What follows belongs to an exercise in optimizing a design on an open flow for small area; a production flow would make more cautious choices.
The RTL was checked by simulation tests, not by an equivalence proof against the original design.
No activity file was given, so power comes from the tool's default toggle rates.

==> design.v <==
module regfile_servo_bank #(
  parameter int NUM_REGS   = 32,
  parameter int DATA_W     = 32,
  parameter int NUM_SERVO  = 6,
  parameter int SERVO_BASE = 1,
  parameter int SERVO_W    = 7,
  parameter int SERVO_MAX  = 127,
  localparam int AW        = $clog2(NUM_REGS)
) (
  input  logic                         clock,
  input  logic                         ctrl_reset,
  input  logic                         ctrl_writeEnable,
  input  logic [AW-1:0]                ctrl_writeReg,
  input  logic [DATA_W-1:0]            data_writeReg,
  input  logic [AW-1:0]                ctrl_readRegA,
  input  logic [AW-1:0]                ctrl_readRegB,
  output logic [DATA_W-1:0]            data_readRegA,
  output logic [DATA_W-1:0]            data_readRegB,
  input  logic                         servo_commit,
  output logic [NUM_SERVO*SERVO_W-1:0] servo_out,
  output logic [NUM_SERVO-1:0]         servo_dirty,
  output logic                         servo_update
);
  localparam logic [SERVO_W-1:0] CLAMP = SERVO_W'(SERVO_MAX);
  logic [NUM_REGS-1:0][DATA_W-1:0] regs_q;
  logic [NUM_REGS-1:0][DATA_W-1:0] regs_d;
  logic [NUM_SERVO*SERVO_W-1:0] servo_q, servo_d;
  logic [NUM_SERVO-1:0]         dirty_q, dirty_d;
  logic                         update_q, update_d;
  logic [SERVO_W-1:0]           live;
  logic                         wr_ok;
  assign wr_ok = ctrl_writeEnable && (ctrl_writeReg != '0);
  always_comb begin
    regs_d = regs_q;
    if (wr_ok) begin
      regs_d[ctrl_writeReg] = data_writeReg;
    end
  end
  always_comb begin
    data_readRegA = '0;
    data_readRegB = '0;
    if (ctrl_readRegA != '0) begin
      if (wr_ok && (ctrl_readRegA == ctrl_writeReg)) data_readRegA = data_writeReg;
      else                                           data_readRegA = regs_q[ctrl_readRegA];
    end
    if (ctrl_readRegB != '0) begin
      if (wr_ok && (ctrl_readRegB == ctrl_writeReg)) data_readRegB = data_writeReg;
      else                                           data_readRegB = regs_q[ctrl_readRegB];
    end
  end
  always_comb begin
    servo_d  = servo_q;
    dirty_d  = dirty_q;
    update_d = 1'b0;
    live     = '0;
    if (servo_commit) begin
      update_d = |dirty_q;
      dirty_d  = '0;
      for (int k = 0; k < NUM_SERVO; k++) begin
        live = regs_q[SERVO_BASE + k][SERVO_W-1:0];
        servo_d[k*SERVO_W +: SERVO_W] = (live > CLAMP) ? CLAMP : live;
      end
    end
    for (int k = 0; k < NUM_SERVO; k++) begin
      if (wr_ok && (ctrl_writeReg == AW'(SERVO_BASE + k))) begin
        dirty_d[k] = 1'b1;
      end
    end
  end
  always_ff @(posedge clock) begin
    if (ctrl_reset) begin
      for (int i = 0; i < NUM_REGS; i++) begin
        regs_q[i] <= '0;
      end
      servo_q  <= '0;
      dirty_q  <= '0;
      update_q <= 1'b0;
    end else begin
      regs_q   <= regs_d;
      servo_q  <= servo_d;
      dirty_q  <= dirty_d;
      update_q <= update_d;
    end
  end
  assign servo_out    = servo_q;
  assign servo_dirty  = dirty_q;
  assign servo_update = update_q;
endmodule
==> run.sh <==
#!/bin/bash
# synth_recipe.tcl (not shown) runs the flow's synth.tcl, then flattens the netlist and writes it again
# the make line also repeats each setting of config.mk as NAME=value (left out here)
make -C /OpenROAD-flow-scripts/flow DESIGN_CONFIG=/design/flow/config.mk WORK_HOME=/design/flow/orfs CLKGATE_MAP_FILE= SYNTH_SCRIPT=/design/flow/synth_recipe.tcl finish
==> config.mk <==
export PLATFORM = sky130hd
export DESIGN_NAME = regfile_servo_bank
export DESIGN_NICKNAME = regfile_servo_bank
export VERILOG_FILES = /design/flow/design.v
export SDC_FILE = /design/flow/constraint.sdc
export NUM_CORES = 4
export LEC_CHECK = 0
export CAP_MARGIN = 20
export CORE_MARGIN = 2
export CORE_UTILIZATION = 40
export SLEW_MARGIN = 20
==> constraint.sdc <==
create_clock -name core_clock -period 8.0 [get_ports {clock}]
set_input_delay 1.6000 -clock core_clock [delete_from_list [all_inputs] [get_ports {clock}]]
set_output_delay 1.6000 -clock core_clock [all_outputs]
set_load 0.01 [all_outputs]
==> notes.md <==
## worst paths after layout
| check | cells past startpoint | slack [ps] | endpoint |
|---|---|---|---|
| worst max-delay path | 11 | 320 | data_readRegB[14] |
| worst max register to register | 3 | 6780 | update_q |
| worst min register to register | 2 | 470 | regs_q[226] |
| worst min-delay path | 2 | 470 | regs_q[226] |
## cell usage after synthesis, drive strengths merged, types with 32 or more instances
cell	n
o22ai	32
o21ai	255
nor2	605
buf	254
dfxtp	1073
mux2	38
a22o	32
mux2i	800
mux4	390
nor3	63
nand2	541
a21oi	524
nand3	268
clkbuf	432
a22oi	107
nor2b	62
a211oi	35
a221oi	64
## cells in the final DEF (no fill, tap or decap), drive strengths merged, types with 19 or more instances in the layout
| cell type | instances |
|---|---|
| mux2i | 800 |
| o22ai | 32 |
| nor2 | 605 |
| nand3 | 268 |
| clkdlybuf4s50 | 151 |
| a21oi | 524 |
| nand2 | 541 |
| clkinv | 22 |
| buf | 200 |
| a22oi | 107 |
| nor2b | 62 |
| o21ai | 255 |
| mux2 | 38 |
| dfxtp | 1073 |
| a22o | 32 |
| nor3 | 63 |
| mux4 | 390 |
| clkbuf | 176 |
| nor4 | 19 |
| a211oi | 35 |
| a221oi | 64 |
## per-stage QoR
stage | utilization, % | power, uW | setup WS (ps) | area [sq um]
6_report | 45.0 | 12300 | 324 | 62600
5_1_grt | 45.0 | 12500 | 302 | 62600
4_1_cts | 45.0 | 12300 | 571 | 62600
3_5_place_dp | 42.3 | 6870 | 598 | 58800
3_3_place_gp | 42.3 | 6860 | 574 | 58800
2_1_floorplan | - | 6310 | 2570 | 55800
## cell families after synthesis
family	after synthesis	synth area share, %
muxes	1228	30.9
xor gates and xnor gates	10	0.157
buffers and inverters	699	5.38
and+or+nand+nor	1617	12.7
AOI/OAI and AO/OA	1138	12.2
DFF	1073	38.5
adders and majority gates	6	0.135
## cell type report
class | count | share of cell area (%)
clock inverters | 33 | 0.572
well taps | 1876 | 3.75
flip-flops and latches | 1073 | 34.3
diodes | 2 | 0.00799
clock buffers | 176 | 5.49
repair buffers | 351 | 5.36
inverters | 13 | 0.0779
multi-input cells | 3999 | 50.4
## critical path: stages
cell and delay (ps):
sky130_fd_sc_hd__clkdlybuf4s50_1 700, sky130_fd_sc_hd__inv_1 150, sky130_fd_sc_hd__ha_1 220, sky130_fd_sc_hd__nor3b_1 150
sky130_fd_sc_hd__ha_1 270, sky130_fd_sc_hd__nand2b_1 200, sky130_fd_sc_hd__nor2_1 250, sky130_fd_sc_hd__nand3_4 430
sky130_fd_sc_hd__nor2_1 1030, sky130_fd_sc_hd__a221o_1 460, sky130_fd_sc_hd__clkdlybuf4s50_1 600
## per-layer routing
layer  part of all wire [%]  vias to the layer above  track usage (%)
met4                    4.7                       18             14.0
met2                     42                     3171             43.3
met5                  0.058                        -                0
met1                     41                    24000             41.7
met3                     12                      596             8.11
li1                       -                    20500                -
## sequential cells by signal (all words and copies together) (netlist names)
register  cells
regs_q     1024
servo_q      42
dirty_q       6
update_q      1
## where the power goes
group          leakage [uW]  switching (uW)  internal, uW  total [uW]
sequential          0.00865            31.3          5390        5420
combinational        0.0101             956           422        1380
clock               0.00188            2330          3140        5470
==> flow_summary.toml <==
[setup_path]
worst_setup_path_end_kind = "primary output"
worst-setup-path-type = "input port to primary output"
crit_start = "ctrl_writeReg[1]"
arrival_ps = 6080
r2r_start = "dirty_q[3]"
startpoint_type = "input port"
worst_ep_required_time_ps = 6400
critical_path.max_fanout = 25

[detailed_routing]
initialDrtViolationCount = 7734
route.detailed.wl_per_inst_um = 29.4
dr.pass1.iters = 6
dr_total_vias = 48200
vias_per_cell = 6.41
drt-total-wl_um = 221000
final_antenna_net_count = 0
drc = 0

[synthesis]
synth_enable_flop_cells = 0
mappedNetlistNets = 5828
synth_area_leaders = "sky130_fd_sc_hd__dfxtp_1 39%, sky130_fd_sc_hd__mux4_2 16%, sky130_fd_sc_hd__mux2i_1 14%"
syn-instance-count = 5771
yosysSeqAreaShare_pct = 38.5
netlist.area_leader.share_pct = 38.5
synth_top_area_cell = "sky130_fd_sc_hd__dfxtp_1"
synth-seq-cells = 1073
synth.avg_cell_area_sq_um = 9.67
ys.warnings.count = 1
yosys_most_used_dff = "sky130_fd_sc_hd__dfxtp_1"
yosys.cell_types.count = 55
synth_async_sr_flop_share_pct = 0
synthesis.area_sq_um = 55800

[floorplan]
die_x_um = 377
chipHeight_um = 377
die_area_sq_um = 142000
initial_utilization_pct = 40.1
core_area_sq_um = 139000
rows = 137
ios = 164

[finish]
nets = 5610
seqCellArea_sq_um = 21500
drive_above_1_share_pct = 15.7
multi_input_area_sq_um = 31600
areaGrowthSynthToFinish_pct = 12.2
nFillCells = 13000
layout.cells.non_filler = 7523

[placement]
weighted_congestion_at_the_end_of_routability_driven_global_placement = 0.859
portBuffers = 163
detailed_place_hpwl_um = 124000
place.detailed.instances = 7311

[timing]
setup_viol_count_final = 0
timing_hold_violations_final = 0
slew_headroom_pct = 16.4
fin_crit_ps = 7680
worst_hold_margin_ps = 466
report.final.slew_viol_count = 0
grt_setup_unrepaired = "no"
skew_ps = 4.81
setup_total_negative_slack_ps = 0
worstMarginPinSlew_ps = 1250
max_freq_mhz = 130
finalCritPeriodShare_pct = 96.0

[clock_network]
cts.htree.levels = 3
tritoncts_sinks = 1073
root_buffer = "sky130_fd_sc_hd__clkbuf_16"
cts_buffers = 115
clkSlewWorstSetupHoldPaths_ps = 60
ctsLongestPathBuffers = 3
cts.repair_timing.setup_buffer_count = 0
cts_hold_repair.buffers = 0
postCtsResizedCells = 0
tritoncts = "yes"
latest_clock_arrival_within_the_worst_skew_pair_ps = 750

[grt]
grt_pass1_wl_um = 318000
vias_in_the_first_global_route = 44900
combined_global_route_utilization_of_all_metal_layers_pct = 30.1
pin_count_of_the_biggest_net_entering_global_routing = 212
grt_antenna_before_repair = 13
grt_remaining_overflow = 0

[power]
power_leakage_uw = 0.0206
ir_worst_vdd_mv = 0.185
power.density_nw_per_um2 = 196

[hold_path]
worstHoldPathType = "flop to flop"
hold_path.startpoint = "regs_q[226]"

[run_status]
run_status = "complete, no violations"

[flow_run]
cap_violations = 0

==> port drivers added, routing unchanged <==
In the flow no input, the clock included, has a driving cell. The finished layout below was timed again as built, in two steps. Step 1: set_driving_cell puts a clkbuf_16 on clock and a buf_2 on each other input, an assumption about the parent block. Step 2 times the ports against the registers' clock, not the clock port: input delays grow and output delays shrink by t, the midpoint of the rising clock arrivals with the driver on. Three values: ideal ports, drivers, drivers and shift; two values: the first two.
t, ns: 0.818
setup WS [ns]: 0.324 / 0.265 / 0.265
latest minus earliest clock arrival (ns): 0.027 / 0.027
worst data-port slew with drivers (ns): 0.19
After both steps setup and hold are still met in this run. For this run, drivers alone change the setup slack by -0.059 ns; drivers and shift together by -0.059 ns.
